Context: an optimization exercise on an open-source flow, tuned for a short achievable clock period and few clock cycles. The choices shown serve that exercise and are no tape-out recipe. In this exercise RTL edits were held to simulation tests only and were not proved equivalent to the original.

==> job 8105: inputs <==
Design cnn_top, start of the top module:
module cnn_top
(
  input  logic              clk,
  input  logic              rst_n,
  input  logic [ADDR_W-1:0] cfg_addr_x,
  input  logic [ADDR_W-1:0] cfg_addr_y,
  input  logic [ADDR_W-1:0] cfg_addr_bias,
  input  logic [ADDR_W-1:0] cfg_addr_z,
  input  logic [DIM_W-1:0]  cfg_x_rows,
  input  logic [DIM_W-1:0]  cfg_x_cols,
  input  logic              go,
  output logic              done,
  output logic              busy,
  output logic              rd_req,
  output logic [ADDR_W-1:0] rd_addr,
  input  logic              rd_ack,
  input  logic [WORD_W-1:0] rd_data,
  output logic              wr_req,
  output logic [ADDR_W-1:0] wr_addr,
  output logic [WORD_W-1:0] wr_data,
  input  logic              wr_ack
);
==> flow/config.mk <==
export PLATFORM = sky130hd
export DESIGN_NAME = cnn_top
export DESIGN_NICKNAME = cnn_top
export VERILOG_FILES = /design/flow/design.v
export SDC_FILE = /design/flow/constraint.sdc
export NUM_CORES = 4
export LEC_CHECK = 0
export ABC_CLOCK_PERIOD_IN_PS = 4000
export CAP_MARGIN = 20
export CORE_MARGIN = 2
export CORE_UTILIZATION = 45
export SETUP_SLACK_MARGIN = 5
export SLEW_MARGIN = 20
==> flow/constraint.sdc <==
create_clock -name core_clock -period 11.0 [get_ports {clk}]
set_input_delay 2.2000 -clock core_clock [delete_from_list [all_inputs] [get_ports {clk}]]
set_output_delay 2.2000 -clock core_clock [all_outputs]
set_load 0.01 [all_outputs]
standard.sh (not shown) runs the stock make flow with config.mk's settings and CLKGATE_MAP_FILE= SYNTH_SCRIPT=/design/flow/synth_recipe.tcl, a recipe that flattens the netlist after the stock synthesis.
==> flow/flow/run.sh <==
#!/bin/bash
# Standard layout, with faster port buffers and timing repair aimed below the clock period.
set -euo pipefail
bash standard.sh finish \
  SETUP_SLACK_MARGIN=6.4 \
  "BUFFER_PORTS_ARGS=-buffer_cell sky130_fd_sc_hd__buf_4" \
  > standard_flow.log 2>&1
==> job 8903 (differences from job 8105) <==
--- a/flow/design.v
+++ b/flow/design.v
@@ -343,14 +343,15 @@
       c_mask <= bvalid;
     end
   end
   logic [127:0]      wgt;     
   logic [31:0]       bias;
   logic [3:0][47:0]  bo;      
   logic [10:0]       nsum;    
+  logic [3:0][8:0]   nsumc;   
   logic [31:0]       biasp;   
   logic              hneg0, hneg1, hzero0, hzero1;
   always_ff @(posedge clk)
   begin
     if (c_w)
       wgt[32*c_k +: 32] <= rdq;
     if (c_b)
@@ -373,16 +374,23 @@
           b2 = w9[2*d + 2];
           bo[j][12*k + 3*d + 0] <= b1 ^ b0;
           bo[j][12*k + 3*d + 1] <= (b2 & !b1 & !b0) | (!b2 & b1 & b0);
           bo[j][12*k + 3*d + 2] <= b2 & !(b1 & b0);
         end
       end
     for (int j = 0; j < 4; j++)
+    begin
+      logic [8:0] nc;
+      nc = '0;
       for (int k = 0; k < 4; k++)
-        n = n + 11'({1'b0, bo[j][12*k + 11], 1'b0, bo[j][12*k + 8], 1'b0, bo[j][12*k + 5], 1'b0, bo[j][12*k + 2]});
+        nc = nc + 9'({1'b0, bo[j][12*k + 11], 1'b0, bo[j][12*k + 8], 1'b0, bo[j][12*k + 5], 1'b0, bo[j][12*k + 2]});
+      nsumc[j] <= nc;
+    end
+    for (int j = 0; j < 4; j++)
+      n = n + 11'(nsumc[j]);
     nsum  <= n;
     biasp <= bias - {nsum, 9'd0} + 32'(nsum);
     hneg0  <= biasp[31];
     hneg1  <= (biasp[31] && (biasp[31:20] != 12'hfff)) || (biasp[31:20] == 12'h7ff);
     hzero0 <= biasp[31:20] == 12'h000;
     hzero1 <= biasp[31:20] == 12'hfff;
   end
==> impl_metrics.py <==
metrics = {
    "timing": {
        "clock.fmax_mhz": 210,
    },
    "setup_path": {
        "worst_r2r_startpoint": "bo[152]$_DFF_P_",
        "setup.worst_path.start": "bo[152]$_DFF_P_",
        "setup.worst_path.class": "flip-flop to flip-flop",
    },
    "outcome": {
        "status": "finished clean",
    },
    "layout": {
        "layout.non_clock_inverters": 2819,
    },
    "routing": {
        "met2RoutedLength_um": 354000,
    },
    "yosys": {
        "netlist_top_cells_count": "inv_1, fa_1, dfxtp_1",
    },
}
That was job 8105.
==> impl_metrics.py <==
metrics = {
    "yosys": {
        "netlist_top_cells_count": "inv_1, fa_1, dfxtp_1",
    },
    "routing": {
        "met2RoutedLength_um": 357000,
    },
    "layout": {
        "layout.non_clock_inverters": 2726,
    },
    "setup_path": {
        "setup.worst_path.start": "wr_ack",
        "setup.worst_path.class": "primary input to output port",
    },
    "timing": {
        "clock.fmax_mhz": 212,
    },
    "outcome": {
        "status": "finished clean",
    },
}
That was job 8903.
Testbench counts of job 8105, summed over its fixed seeds: cycles 11,262.
Testbench counts of job 8903, summed over its fixed seeds: cycles 11,262.

[what the ideal ports hide]
In the flow no input, the clock included, has a driving cell. The finished layouts below were timed again as built, in two steps.
Step 1, drivers: a clkbuf_16 drives clk and a buf_2 each remaining input, both assumed.
Step 2, shift: input delay + t, output delay - t, t = (earliest + latest rising clock arrival at the registers) / 2. This alone moves slack from input paths to output paths.
a / b / c = ideal / step 1 / step 2; a / b = the first two.
run | t, ns | setup slack, ns | slew at the worst register clock pin (ns)
job 8105 | 1.179 | 6.239 / 6.201 / 5.507 | 0.07 / 0.07
job 8903 | 1.157 | 6.274 / 6.232 / 5.757 | 0.07 / 0.07
After both steps every run listed still meets setup and hold. For job 8105, which loses most, drivers alone change the setup slack by -0.038 ns; drivers and shift together by -0.732 ns.
